Background: an optimization exercise with open tools, aiming at small area, a short achievable clock period and few clock cycles. Do not read the settings as production practice.
RTL that was checked went through simulation tests only; none was proved equivalent to the original.
For run 1, only the layout was checked, not whether the RTL still works.

==> flow/design.v, too long to show whole: its modules and the start of the top module <==
// module pixel_calculator: 1801 lines
// module plane_mapper: 87 lines
// module pixel_scheduler: 31 lines
// module mandelbrot_engine: 138 lines
module mandelbrot_engine (
	input logic tb_clk,
	input logic rst_n,
	input logic start,
	input logic [75:0] region,
	input logic [8-1:0] max_iter,
	output logic busy,
	output logic pixel_valid,
	output logic frame_done,
	output logic [23:0] pixel
);
  // ...
==> flow/flow/run.sh <==
#!/bin/bash
# Standard layout with buffered ports on a faster buffer and timing repair
# aimed below the clock period; the SDC is the standard flow's, unchanged.
set -euo pipefail
export BUFFER_PORTS_ARGS="-buffer_cell sky130_fd_sc_hd__buf_4"
export SETUP_SLACK_MARGIN=10.5
bash standard.sh > standard.log 2>&1
==> flow/standard.sh <==
#!/bin/bash
# synth_recipe.tcl (not shown) runs the flow's synth.tcl, then flattens the netlist and writes it again
# the make line also repeats each setting of config.mk as NAME=value (left out here)
make -C /OpenROAD-flow-scripts/flow DESIGN_CONFIG=/design/flow/config.mk WORK_HOME=/design/flow/orfs CLKGATE_MAP_FILE= SYNTH_SCRIPT=/design/flow/synth_recipe.tcl "${@:-finish}"
==> flow/config.mk <==
export PLATFORM = sky130hd
export DESIGN_NAME = mandelbrot_engine
export DESIGN_NICKNAME = mandelbrot_engine
export VERILOG_FILES = /design/flow/design.v
export SDC_FILE = /design/flow/constraint.sdc
export NUM_CORES = 4
export LEC_CHECK = 0
export CAP_MARGIN = 20
export CORE_MARGIN = 2
export CORE_UTILIZATION = 40
export PLACE_DENSITY = 0.6
export SLEW_MARGIN = 20
==> flow/constraint.sdc <==
create_clock -name core_clock -period 15.0 [get_ports {tb_clk}]
set_input_delay 3.0000 -clock core_clock [delete_from_list [all_inputs] [get_ports {tb_clk}]]
set_output_delay 3.0000 -clock core_clock [all_outputs]
set_load 0.01 [all_outputs]
==> results.toml, run 1 <==
[outcome]
status = "finished clean"

[synthesis]
synth_top_area_share_pct = 23.83
synth.distinct_cells = 75
yosysMostFrequentCell = "inv_1"
syn_area_mm2 = 0.02772
synth_top_family_by_area = "adder cells"

[setup_path]
critPathLaunch = "unit[0].pixel_calculator_i.h_zr[5]$_DFF_P_"
crit_type = "flip-flop to flip-flop"

[placed_design]
io_buffers = 113
dp_hpwl_um = 51270

[grt]
grt_util_met2_pct = 32.23
gr-usage-met1_pct = 25.91
grt_pass1_vias = 19880
grt_max_degree = 97

[final_layout]
final_area_mm2 = 0.03123
clock_tree_area_fraction_pct = 5.617
multiInputGateArea_mm2 = 0.01597
nMultiInputCombCells = 1802
fillers = 6512
clkbuf_count = 73

[routing]
wl_um = 66290

[timing]
period_needed_ns = 4.240
fmax_mhz = 235.8
setup-tns-final_ns = 0

[clock_network]
ctsResizeCount = 0
cts_hold_buf = 0
==> module plane_mapper, before the edit <==
module plane_mapper (
	input logic tb_clk,
	input logic rst_n,
	input logic idle,
	input logic frame_load,
	input logic take,
	input logic [19:0] origin_im,
	input logic [55:0] region_q,
	output logic [7:0] x,
	output logic [7:0] y,
	output logic [12:0] cr,
	output logic [12:0] ci,
	output logic in_r,
	output logic in_i,
	output logic avail,
	output logic avail_next
);
	logic signed [19:0] c_re;
	logic signed [19:0] c_im;
	logic signed [19:0] origin_re;
	logic signed [19:0] step;
	logic signed [19:0] next_re;
	logic signed [19:0] next_im;
	logic row_end;
	logic last;
	assign origin_re = region_q[55:36];
	assign step = region_q[35:16];
	assign row_end = (x == region_q[15:8]);
	assign last = row_end && (y == region_q[7:0]);
	assign avail_next = frame_load || (avail && !(take && last));
	assign next_re = c_re + step;
	assign next_im = c_im + step;
	assign cr = c_re[12:0];
	assign ci = c_im[12:0];
	function automatic logic in_box(input logic signed [19:0] v);
		in_box = (v <= 20'sd2048) && (v >= -20'sd2048);
	endfunction
	always_ff @(posedge tb_clk)
	begin
		if (!rst_n)
			avail <= 1'b0;
		else
			avail <= avail_next;
	end
	always_ff @(posedge tb_clk)
	begin
		if (idle)
		begin
			c_im <= origin_im;
		end
		else if (take && row_end)
		begin
			c_im <= next_im;
			in_i <= in_box(next_im);
		end
		else if (frame_load)
		begin
			in_i <= in_box(c_im);
		end
	end
	always_ff @(posedge tb_clk)
	begin
		if (frame_load)
		begin
			x <= '0;
			y <= '0;
			c_re <= origin_re;
			in_r <= in_box(origin_re);
		end
		else if (take)
		begin
			if (row_end)
			begin
				x <= '0;
				y <= y + 1'b1;
				c_re <= origin_re;
				in_r <= in_box(origin_re);
			end
			else
			begin
				x <= x + 1'b1;
				c_re <= next_re;
				in_r <= in_box(next_re);
			end
		end
	end
endmodule
==> module pixel_scheduler, before the edit <==
module pixel_scheduler (
	input logic tb_clk,
	input logic rst_n,
	input logic start,
	input logic avail_next,
	input logic any_valid_next,
	output logic busy,
	output logic idle,
	output logic frame_load,
	output logic frame_done
);
	logic busy_d;
	assign busy_d = idle ? start : (avail_next || any_valid_next);
	always_ff @(posedge tb_clk)
	begin
		if (!rst_n)
		begin
			busy <= 1'b0;
			idle <= 1'b1;
			frame_load <= 1'b0;
			frame_done <= 1'b0;
		end
		else
		begin
			busy <= busy_d;
			idle <= !busy_d;
			frame_load <= idle && start;
			frame_done <= !idle && !busy_d;
		end
	end
endmodule
==> module mandelbrot_engine, before the edit <==
module mandelbrot_engine (
	input logic tb_clk,
	input logic rst_n,
	input logic start,
	input logic [75:0] region,
	input logic [8-1:0] max_iter,
	output logic busy,
	output logic pixel_valid,
	output logic frame_done,
	output logic [23:0] pixel
);
	localparam int NU = 1;
	logic [55:0] region_q;
	logic [7:0] mi_q;
	logic [7:0] mi_m1;
	logic mi_small;
	logic idle;
	logic frame_load;
	logic take;
	logic avail;
	logic avail_next;
	logic any_next;
	logic [7:0] map_x;
	logic [7:0] map_y;
	logic [12:0] map_cr;
	logic [12:0] map_ci;
	logic map_in_r;
	logic map_in_i;
	logic [NU-1:0] u_free;
	logic [NU-1:0] u_avail;
	logic [NU-1:0] u_take;
	logic [NU-1:0] u_req;
	logic [NU-1:0] u_ok;
	logic [NU-1:0] u_any;
	logic [23:0] u_data [NU];
	always_ff @(posedge tb_clk)
	begin
		if (idle)
		begin
			region_q <= {region[75:56], region[35:0]};
			mi_q <= max_iter;
		end
	end
	always_ff @(posedge tb_clk)
	begin
		mi_small <= (mi_q[7:1] == 7'd0);
		mi_m1 <= mi_q - 8'd1;
	end
	pixel_scheduler pixel_scheduler_i (
		.tb_clk(tb_clk),
		.rst_n(rst_n),
		.start(start),
		.avail_next(avail_next),
		.any_valid_next(any_next),
		.busy(busy),
		.idle(idle),
		.frame_load(frame_load),
		.frame_done(frame_done)
	);
	plane_mapper plane_mapper_i (
		.tb_clk(tb_clk),
		.rst_n(rst_n),
		.idle(idle),
		.frame_load(frame_load),
		.take(take),
		.origin_im(region[55:36]),
		.region_q(region_q),
		.x(map_x),
		.y(map_y),
		.cr(map_cr),
		.ci(map_ci),
		.in_r(map_in_r),
		.in_i(map_in_i),
		.avail(avail),
		.avail_next(avail_next)
	);
	always_comb
	begin
		for (int u = 0; u < NU; u++)
		begin
			u_avail[u] = avail;
			u_ok[u] = 1'b1;
			for (int v = 0; v < u; v++)
			begin
				if (u_free[v])
					u_avail[u] = 1'b0;
				if (u_req[v])
					u_ok[u] = 1'b0;
			end
		end
	end
	assign take = |u_take;
	assign any_next = |u_any;
	for (genvar u = 0; u < NU; u++)
	begin : unit
		pixel_calculator pixel_calculator_i (
			.tb_clk(tb_clk),
			.rst_n(rst_n),
			.mi_q(mi_q),
			.mi_small(mi_small),
			.mi_m1(mi_m1),
			.avail(u_avail[u]),
			.free(u_free[u]),
			.new_x(map_x),
			.new_y(map_y),
			.new_cr(map_cr),
			.new_ci(map_ci),
			.new_in_r(map_in_r),
			.new_in_i(map_in_i),
			.take(u_take[u]),
			.ret_req(u_req[u]),
			.ret_ok(u_ok[u]),
			.ret_data(u_data[u]),
			.any_next(u_any[u])
		);
	end
	logic [23:0] out_data;
	always_comb
	begin
		out_data = u_data[NU-1];
		for (int u = NU - 2; u >= 0; u--)
		begin
			if (u_req[u])
				out_data = u_data[u];
		end
	end
	always_ff @(posedge tb_clk)
	begin
		if (!rst_n)
			pixel_valid <= 1'b0;
		else
			pixel_valid <= |u_req;
	end
	always_ff @(posedge tb_clk)
	begin
		pixel <= out_data;
	end
endmodule
==> run 2, diff against run 1 <==
--- a/flow/design.v
+++ b/flow/design.v
@@ -23,27 +23,25 @@
 endpackage
 module pixel_calculator (
 	input logic tb_clk,
 	input logic rst_n,
 	input logic [7:0] mi_q,
 	input logic mi_small,
 	input logic [7:0] mi_m1,
 	input logic avail,
-	output logic free,
 	input logic [7:0] new_x,
 	input logic [7:0] new_y,
 	input logic [12:0] new_cr,
 	input logic [12:0] new_ci,
 	input logic new_in_r,
 	input logic new_in_i,
 	output logic take,
-	output logic ret_req,
-	input logic ret_ok,
-	output logic [23:0] ret_data,
+	output logic res_valid,
+	output logic [23:0] res,
 	output logic any_next
 );
 	localparam logic [12:0] SENT = 13'h1000;
 	logic h_v;
 	logic h_done;
 	logic h_e;
 	logic [14:0] h_zr;
 	logic [14:0] h_zi;
@@ -65,33 +63,28 @@
 	logic [12:0] sr;
 	logic [12:0] si;
 	logic [7:0] xk;
 	logic [7:0] yk;
 	logic [7:0] kk;
 	logic oor;
 	logic match;
 	logic save;
-	logic pend;
-	assign ret_req = h_v && h_done;
-	assign ret_data = {h_x, h_y, (h_e && !mi_small) ? h_k : mi_q};
-	assign pend = ret_req && !ret_ok;
-	assign ins = !h_v || (h_done && ret_ok);
-	assign free = ins;
+	assign ins = !h_v || h_done;
 	assign take = avail && ins;
 	assign vk = ins ? avail : 1'b1;
-	assign zr = h_zr;
-	assign zi = h_zi;
-	assign cr = ins ? (new_in_r ? new_cr : 13'h1000) : h_cr;
-	assign ci = ins ? (new_in_i ? new_ci : 13'h1000) : h_ci;
+	assign zr = ins ? (new_in_r ? {{2{new_cr[12]}}, new_cr} : 15'h4000) : h_zr;
+	assign zi = ins ? (new_in_i ? {{2{new_ci[12]}}, new_ci} : 15'h4000) : h_zi;
+	assign cr = ins ? new_cr : h_cr;
+	assign ci = ins ? new_ci : h_ci;
 	assign sr = ins ? SENT : h_sr;
 	assign si = ins ? SENT : h_si;
 	assign xk = ins ? new_x : h_x;
 	assign yk = ins ? new_y : h_y;
-	assign kk = ins ? 8'd0 : (pend ? h_k : h_k + 8'd1);
+	assign kk = ins ? 8'd1 : h_k + 8'd1;
 	assign zr13 = zr[12:0];
 	assign zi13 = zi[12:0];
 	logic signed [14:0] zrs;
 	logic signed [14:0] zis;
 	assign zrs = zr;
 	assign zis = zi;
 	assign oor = (zrs > 15'sd2048) || (zrs < -15'sd2048) || (zis > 15'sd2048) || (zis < -15'sd2048);
 	assign match = (zr13 == sr) && (zi13 == si);
@@ -1158,18 +1151,16 @@
 	assign prd_w264 = (~(zr13[12] & zi13[11]) & ~(zr13[11] & zi13[12])) | (prd_w220 & (~(zr13[12] & zi13[11]) ^ ~(zr13[11] & zi13[12])));
 	logic [10:0] sqr_lo;
 	logic [10:0] sqi_lo;
 	logic [9:0] prd_lo;
 	assign sqr_lo = {1'b0, {sqr_w104, sqr_w102, sqr_w100, sqr_w98, sqr_w96, sqr_w94, sqr_w92, (zr13[12] & sqr_y[1]), (zr13[12] & sqr_y[0]), zr13[12]}} + {1'b0, {sqr_w105, sqr_w103, sqr_w101, sqr_w99, sqr_w97, sqr_w95, sqr_w93, sqr_w91, 1'b0, sqr_y[0]}};
 	assign sqi_lo = {1'b0, {sqi_w104, sqi_w102, sqi_w100, sqi_w98, sqi_w96, sqi_w94, sqi_w92, (zi13[12] & sqi_y[1]), (zi13[12] & sqi_y[0]), zi13[12]}} + {1'b0, {sqi_w105, sqi_w103, sqi_w101, sqi_w99, sqi_w97, sqi_w95, sqi_w93, sqi_w91, 1'b0, sqi_y[0]}};
 	assign prd_lo = {1'b0, {prd_w232, prd_w230, prd_w228, prd_w226, prd_w224, prd_w222, (zr13[2] & zi13[0]), (zr13[0] & zi13[1]), (zr13[0] & zi13[0])}} + {1'b0, {prd_w233, prd_w231, prd_w229, prd_w227, prd_w225, prd_w223, prd_w221, (zr13[1] & zi13[0]), 1'b0}};
 	logic m_v;
-	logic m_pend;
-	logic m_pe;
 	logic m_oor;
 	logic m_match;
 	logic [14:0] m_ar;
 	logic [14:0] m_br;
 	logic m_clr;
 	logic [14:0] m_ai;
 	logic [14:0] m_bi;
 	logic m_cli;
@@ -1181,39 +1172,44 @@
 	logic [12:0] m_sr;
 	logic [12:0] m_si;
 	logic [7:0] m_x;
 	logic [7:0] m_y;
 	logic [7:0] m_k;
 	always_ff @(posedge tb_clk)
 	begin
 		if (!rst_n)
+		begin
 			m_v <= 1'b0;
+			res_valid <= 1'b0;
+		end
 		else
+		begin
 			m_v <= vk;
+			res_valid <= h_v && h_done;
+		end
 	end
 	always_ff @(posedge tb_clk)
 	begin
-		m_pend <= pend;
-		m_pe <= h_e;
-		m_oor <= oor && !ins;
-		m_match <= match && !ins;
-		m_ar <= {1'b0, sqr_w132, sqr_w131, sqr_w129, sqr_w127, sqr_w125, sqr_w123, sqr_w121, sqr_w119, sqr_w117, sqr_w114, sqr_w112, sqr_w110, sqr_w108, sqr_w106} & {15{!ins}};
-		m_br <= {1'b0, 1'b0, sqr_w130, sqr_w128, sqr_w126, sqr_w124, sqr_w122, sqr_w120, sqr_w118, sqr_w116, sqr_w115, sqr_w113, sqr_w111, sqr_w109, sqr_w107} & {15{!ins}};
-		m_clr <= sqr_lo[10] && !ins;
-		m_ai <= {1'b0, sqi_w132, sqi_w131, sqi_w129, sqi_w127, sqi_w125, sqi_w123, sqi_w121, sqi_w119, sqi_w117, sqi_w114, sqi_w112, sqi_w110, sqi_w108, sqi_w106} & {15{!ins}};
-		m_bi <= {1'b0, 1'b0, sqi_w130, sqi_w128, sqi_w126, sqi_w124, sqi_w122, sqi_w120, sqi_w118, sqi_w116, sqi_w115, sqi_w113, sqi_w111, sqi_w109, sqi_w107} & {15{!ins}};
-		m_cli <= sqi_lo[10] && !ins;
-		m_ap <= {prd_w263, prd_w261, prd_w259, prd_w257, prd_w254, prd_w252, prd_w250, prd_w248, prd_w246, prd_w244, prd_w242, prd_w240, prd_w238, prd_w236, prd_w234} & {15{!ins}};
-		m_bp <= {prd_w262, prd_w260, prd_w258, prd_w256, prd_w255, prd_w253, prd_w251, prd_w249, prd_w247, prd_w245, prd_w243, prd_w241, prd_w239, prd_w237, prd_w235} & {15{!ins}};
-		m_clp <= prd_lo[9] && !ins;
+		res <= {h_x, h_y, (h_e && !mi_small) ? h_k : mi_q};
+		m_oor <= oor;
+		m_match <= match;
+		m_ar <= {1'b0, sqr_w132, sqr_w131, sqr_w129, sqr_w127, sqr_w125, sqr_w123, sqr_w121, sqr_w119, sqr_w117, sqr_w114, sqr_w112, sqr_w110, sqr_w108, sqr_w106};
+		m_br <= {1'b0, 1'b0, sqr_w130, sqr_w128, sqr_w126, sqr_w124, sqr_w122, sqr_w120, sqr_w118, sqr_w116, sqr_w115, sqr_w113, sqr_w111, sqr_w109, sqr_w107};
+		m_clr <= sqr_lo[10];
+		m_ai <= {1'b0, sqi_w132, sqi_w131, sqi_w129, sqi_w127, sqi_w125, sqi_w123, sqi_w121, sqi_w119, sqi_w117, sqi_w114, sqi_w112, sqi_w110, sqi_w108, sqi_w106};
+		m_bi <= {1'b0, 1'b0, sqi_w130, sqi_w128, sqi_w126, sqi_w124, sqi_w122, sqi_w120, sqi_w118, sqi_w116, sqi_w115, sqi_w113, sqi_w111, sqi_w109, sqi_w107};
+		m_cli <= sqi_lo[10];
+		m_ap <= {prd_w263, prd_w261, prd_w259, prd_w257, prd_w254, prd_w252, prd_w250, prd_w248, prd_w246, prd_w244, prd_w242, prd_w240, prd_w238, prd_w236, prd_w234};
+		m_bp <= {prd_w262, prd_w260, prd_w258, prd_w256, prd_w255, prd_w253, prd_w251, prd_w249, prd_w247, prd_w245, prd_w243, prd_w241, prd_w239, prd_w237, prd_w235};
+		m_clp <= prd_lo[9];
 		m_cr <= cr;
 		m_ci <= ci;
-		m_sr <= (save && !ins) ? zr13 : sr;
-		m_si <= (save && !ins) ? zi13 : si;
+		m_sr <= save ? zr13 : sr;
+		m_si <= save ? zi13 : si;
 		m_x <= xk;
 		m_y <= yk;
 		m_k <= kk;
 	end
 	logic ezr_w1;
 	logic ezr_w2;
 	assign ezr_w1 = m_ar[0] ^ m_br[0] ^ ~m_ai[0];
 	assign ezr_w2 = (m_ar[0] & m_br[0]) | (~m_ai[0] & (m_ar[0] ^ m_br[0]));
@@ -1803,34 +1799,34 @@
 	begin
 		if (!rst_n)
 			h_v <= 1'b0;
 		else
 			h_v <= m_v;
 	end
 	always_ff @(posedge tb_clk)
 	begin
-		h_done <= m_pend || e || lim || m_match;
-		h_e <= m_pend ? m_pe : e;
+		h_done <= e || lim || m_match;
+		h_e <= e;
 		h_zr <= nzr;
 		h_zi <= nzi;
 		h_cr <= m_cr;
 		h_ci <= m_ci;
 		h_sr <= m_sr;
 		h_si <= m_si;
 		h_x <= m_x;
 		h_y <= m_y;
 		h_k <= m_k;
 	end
 	assign any_next = m_v || vk;
 endmodule
 module plane_mapper (
 	input logic tb_clk,
 	input logic rst_n,
-	input logic idle,
+	input logic busy,
 	input logic frame_load,
 	input logic take,
 	input logic [19:0] origin_im,
 	input logic [55:0] region_q,
 	output logic [7:0] x,
 	output logic [7:0] y,
 	output logic [12:0] cr,
 	output logic [12:0] ci,
@@ -1863,17 +1859,17 @@
 	begin
 		if (!rst_n)
 			avail <= 1'b0;
 		else
 			avail <= avail_next;
 	end
 	always_ff @(posedge tb_clk)
 	begin
-		if (idle)
+		if (!busy)
 		begin
 			c_im <= origin_im;
 		end
 		else if (take && row_end)
 		begin
 			c_im <= next_im;
 			in_i <= in_box(next_im);
 		end
@@ -1911,78 +1907,72 @@
 endmodule
 module pixel_scheduler (
 	input logic tb_clk,
 	input logic rst_n,
 	input logic start,
 	input logic avail_next,
 	input logic any_valid_next,
 	output logic busy,
-	output logic idle,
 	output logic frame_load,
 	output logic frame_done
 );
-	logic busy_d;
-	assign busy_d = idle ? start : (avail_next || any_valid_next);
 	always_ff @(posedge tb_clk)
 	begin
 		if (!rst_n)
 		begin
 			busy <= 1'b0;
-			idle <= 1'b1;
 			frame_load <= 1'b0;
 			frame_done <= 1'b0;
 		end
 		else
 		begin
-			busy <= busy_d;
-			idle <= !busy_d;
-			frame_load <= idle && start;
-			frame_done <= !idle && !busy_d;
+			frame_load <= start && !busy;
+			if (!busy)
+			begin
+				busy <= start;
+				frame_done <= 1'b0;
+			end
+			else
+			begin
+				busy <= avail_next || any_valid_next;
+				frame_done <= !(avail_next || any_valid_next);
+			end
 		end
 	end
 endmodule
 module mandelbrot_engine (
 	input logic tb_clk,
 	input logic rst_n,
 	input logic start,
 	input logic [75:0] region,
 	input logic [8-1:0] max_iter,
 	output logic busy,
 	output logic pixel_valid,
 	output logic frame_done,
 	output logic [23:0] pixel
 );
-	localparam int NU = 1;
 	logic [55:0] region_q;
 	logic [7:0] mi_q;
 	logic [7:0] mi_m1;
 	logic mi_small;
-	logic idle;
 	logic frame_load;
 	logic take;
 	logic avail;
 	logic avail_next;
 	logic any_next;
 	logic [7:0] map_x;
 	logic [7:0] map_y;
 	logic [12:0] map_cr;
 	logic [12:0] map_ci;
 	logic map_in_r;
 	logic map_in_i;
-	logic [NU-1:0] u_free;
-	logic [NU-1:0] u_avail;
-	logic [NU-1:0] u_take;
-	logic [NU-1:0] u_req;
-	logic [NU-1:0] u_ok;
-	logic [NU-1:0] u_any;
-	logic [23:0] u_data [NU];
 	always_ff @(posedge tb_clk)
 	begin
-		if (idle)
+		if (!busy)
 		begin
 			region_q <= {region[75:56], region[35:0]};
 			mi_q <= max_iter;
 		end
 	end
 	always_ff @(posedge tb_clk)
 	begin
 		mi_small <= (mi_q[7:1] == 7'd0);
@@ -1990,91 +1980,47 @@
 	end
 	pixel_scheduler pixel_scheduler_i (
 		.tb_clk(tb_clk),
 		.rst_n(rst_n),
 		.start(start),
 		.avail_next(avail_next),
 		.any_valid_next(any_next),
 		.busy(busy),
-		.idle(idle),
 		.frame_load(frame_load),
 		.frame_done(frame_done)
 	);
 	plane_mapper plane_mapper_i (
 		.tb_clk(tb_clk),
 		.rst_n(rst_n),
-		.idle(idle),
+		.busy(busy),
 		.frame_load(frame_load),
 		.take(take),
 		.origin_im(region[55:36]),
 		.region_q(region_q),
 		.x(map_x),
 		.y(map_y),
 		.cr(map_cr),
 		.ci(map_ci),
 		.in_r(map_in_r),
 		.in_i(map_in_i),
 		.avail(avail),
 		.avail_next(avail_next)
 	);
-	always_comb
-	begin
-		for (int u = 0; u < NU; u++)
-		begin
-			u_avail[u] = avail;
-			u_ok[u] = 1'b1;
-			for (int v = 0; v < u; v++)
-			begin
-				if (u_free[v])
-					u_avail[u] = 1'b0;
-				if (u_req[v])
-					u_ok[u] = 1'b0;
-			end
-		end
-	end
-	assign take = |u_take;
-	assign any_next = |u_any;
-	for (genvar u = 0; u < NU; u++)
-	begin : unit
-		pixel_calculator pixel_calculator_i (
-			.tb_clk(tb_clk),
-			.rst_n(rst_n),
-			.mi_q(mi_q),
-			.mi_small(mi_small),
-			.mi_m1(mi_m1),
-			.avail(u_avail[u]),
-			.free(u_free[u]),
-			.new_x(map_x),
-			.new_y(map_y),
-			.new_cr(map_cr),
-			.new_ci(map_ci),
-			.new_in_r(map_in_r),
-			.new_in_i(map_in_i),
-			.take(u_take[u]),
-			.ret_req(u_req[u]),
-			.ret_ok(u_ok[u]),
-			.ret_data(u_data[u]),
-			.any_next(u_any[u])
-		);
-	end
-	logic [23:0] out_data;
-	always_comb
-	begin
-		out_data = u_data[NU-1];
-		for (int u = NU - 2; u >= 0; u--)
-		begin
-			if (u_req[u])
-				out_data = u_data[u];
-		end
-	end
-	always_ff @(posedge tb_clk)
-	begin
-		if (!rst_n)
-			pixel_valid <= 1'b0;
-		else
-			pixel_valid <= |u_req;
-	end
-	always_ff @(posedge tb_clk)
-	begin
-		pixel <= out_data;
-	end
+	pixel_calculator pixel_calculator_i (
+		.tb_clk(tb_clk),
+		.rst_n(rst_n),
+		.mi_q(mi_q),
+		.mi_small(mi_small),
+		.mi_m1(mi_m1),
+		.avail(avail),
+		.new_x(map_x),
+		.new_y(map_y),
+		.new_cr(map_cr),
+		.new_ci(map_ci),
+		.new_in_r(map_in_r),
+		.new_in_i(map_in_i),
+		.take(take),
+		.res_valid(pixel_valid),
+		.res(pixel),
+		.any_next(any_next)
+	);
 endmodule
==> flow/run.sh (new file) <==
#!/bin/bash
# synth_recipe.tcl (not shown) runs the flow's synth.tcl, then flattens the netlist and writes it again
# the make line also repeats each setting of config.mk as NAME=value (left out here)
make -C /OpenROAD-flow-scripts/flow DESIGN_CONFIG=/design/flow/config.mk WORK_HOME=/design/flow/orfs CLKGATE_MAP_FILE= SYNTH_SCRIPT=/design/flow/synth_recipe.tcl finish
removed: flow/flow/run.sh
removed: flow/standard.sh
==> results.toml, run 2 <==
[outcome]
status = "finished clean"

[final_layout]
top_register = "region_q"
num-nets-final = 3462
areaGrowthSynthToFinish_pct = 13.35
mostFrequentLayoutCell = "inv_1"
fillers = 6401
top_regs = "region_q x56, pixel_calculator_i.res x24"
layout_common_cells = "inv_1 (432), dfxtp_1 (329), fa_1 (304), nor2_1 (276), nand2_1 (229)"
largest_reg_flops = 56
drive_gt1_share_pct = 7.727

[clock_network]
cts_tree = "built"
post_cts_buffers = 0
cts_hold_buf = 0
ctsResizeCount = 0
cts_htree_levels = 2
clk_pin_slew_worst_paths_ns = 0.07
clock_path_buffers = 3
numCtsBuffers = 48
root_buffer = "clkbuf_16"
cts.sinks = 435
clk-insertion-delay-late_ns = 0.59

[synthesis]
synth.distinct_cells = 81
synthTopCellsByCount = "inv_1 (433), dfxtp_1 (329), fa_1 (304)"
synth_warnings = 4
avgSynthCellArea_um2 = 10.13
ys_seq_area_share_pct = 35.04
synthTopCellsByArea = "dfxtp_1 (24%), fa_1 (22%), edfxtp_1 (11%)"
synth_edf_count = 106
synthFlopType = "dfxtp_1"
syn-num-nets = 3367
yosysTopAreaCell = "dfxtp_1"
yosysMostFrequentCell = "inv_1"
syn_area_mm2 = 0.02788
synthArstFlopShare_pct = 0
synth_cells = 2752
synth_top_area_share_pct = 23.62
ys_seq_elements = 435

[timing]
period_needed_ns = 5.788
setup_ws_ns = 9.212
tightest_slew_ns = 0.9470
maxSlewHeadroom_pct = 36.80
fin_crit_sh_pct = 38.59
fmax_mhz = 172.8
hold_violations = 0
setup-tns-final_ns = 0
rsz0062_at_grt = "no"
finClkSkew_ns = 0.02337
finalMaxSlewViolations = 0
setup_viol_count_final = 0

[setup_path]
worstSetupEndpointType = "flip-flop"
startpoint_type = "flip-flop"
crit_type = "flip-flop to flip-flop"
cp.arrival_ns = 6.27
required_ns = 15.48
cp_max_fo = 74

[grt]
grt_pass1_wl_um = 109600
overflow = 0
antenna_found_initial = 0
grt_use_total_pct = 19.68
grt_pass1_vias = 20240
grt_max_degree = 75

[routing]
viasPerCell = 4.956
wl_um = 68500
wire_per_inst_um = 17.94
ant_nets = 0
drtIter0Drc = 1194
firstDrtPassIters = 5
vias = 18930
drc = 0

[floorplanning]
num_rows = 96
coreArea_mm2 = 0.06883
die_w_um = 268.0
die_area_mm2 = 0.07183
io_pins = 114
initial_utilization_pct = 40.51
die_y_um = 268.0

[flow_run]
drv_cap = 0

[placed_design]
io_buffers = 113
dp_hpwl_um = 52300
dp_worst_setup_slack_ns = 9.044
place.gp.congestion = 0.8788

[min_path]
hold_class = "flip-flop to flip-flop"
-- run 2: path summary, 6_finish.rpt --
kind / depth (start not counted) / slack [ns] / startpoint / endpoint
setup reg to reg: 17 / 9.21 / pixel_calculator_i.h_v$_SDFF_PN0_ / pixel_calculator_i.m_clr$_DFF_P_
hold reg to reg: 0 / 0.32 / pixel_calculator_i.m_y[2]$_DFF_P_ / pixel_calculator_i.h_y[2]$_DFF_P_
setup / recovery: 17 / 9.21 / pixel_calculator_i.h_v$_SDFF_PN0_ / pixel_calculator_i.m_clr$_DFF_P_
hold / removal: 0 / 0.32 / pixel_calculator_i.m_y[2]$_DFF_P_ / pixel_calculator_i.h_y[2]$_DFF_P_
-- run 2: layer usage --
layer / track usage [%] / part of all wire, % / up-vias
met2: 32.70 / 48 / 480
met1: 26.21 / 44 / 9323
met3: 3.326 / 5.5 / 109
met4: 6.281 / 2.7 / 0
met5: 0 / 0 / -
li1: - / - / 9015
-- run 2: metrics by stage --
stage               util, %  hold slack [ns]  std cells  cell area [um2]
floorplan                 -           0.3096       2752            27880
global placement      43.55           0.3101       3728            29970
detailed placement    43.55           0.3121       3728            29970
CTS                   45.89           0.3259       3817            31590
global route          45.91           0.3297       3817            31600
finish                45.92           0.3249       3819            31600
-- run 2: kinds of logic after synthesis --
logic type,synth area share (%)
AOI/OAI and AO/OA,7.207
and+or+nand+nor,13.83
buffers and inverters,7.279
muxes,0.9603
xor gates and xnor gates,3.801
adders and majority gates,31.88
DFF,35.04
-- run 2: worst max-delay path, stage by stage, from the launching register on --
cell      delay, ns
dfxtp_1        0.44
nor2b_4        0.22
buf_4          0.45
buf_4          0.76
a21oi_1        0.16
buf_4          0.23
inv_1          0.56
ha_1           0.52
or2_2          0.36
fa_1           0.55
inv_1          0.05
fa_1           0.43
ha_1           0.30
a21o_1         0.16
a21oi_1        0.13
nor2b_1        0.05
o21ai_0        0.13
nand2b_1       0.07
-- run 2: final cells by class --
type	instances	area [um2]	share of cell area, %
Tap cell	931	1165	3.686
Sequential cell	435	9769	30.91
Clock inverter	24	205.2	0.6493
Timing Repair Buffer	137	1311	4.149
Antenna cell	2	5.005	0.01584
Inverter	436	1637	5.179
Multi-Input combinational cell	1789	16100	50.95
Clock buffer	65	1409	4.458
Testbench counts of run 2, summed over its fixed seeds: cycles 329,255.

## static timing again, ports no longer ideal
In the flow no input, the clock included, has a driving cell. The finished layouts below were timed again as built, in two steps.
Step 1 sets driving cells, clkbuf_16 on the clock port and buf_2 on the other inputs (assumed; they add their load-dependent delay and slew).
Step 2 moves the port delays by t, midway between the first and last clock arrival at a register: inputs arrive t later, outputs are due t later. That takes back most of the time a late clock gives input paths.
Three values: ideal ports, drivers, drivers and shift; two values: the first two.
run | shift t [ns] | slack for setup (ns) | hold WS [ns] | worst register clock-pin slew, ns | worst slew at a driven data input, ns
run 1 | 0.660 | 10.760 / 10.760 / 10.760 | 0.324 / 0.324 / 0.324 | 0.07 / 0.07 | 0.05
run 2 | 0.644 | 9.212 / 9.212 / 9.212 | 0.325 / 0.325 / 0.325 | 0.07 / 0.07 | 0.09
After both steps every run listed still meets setup and hold.
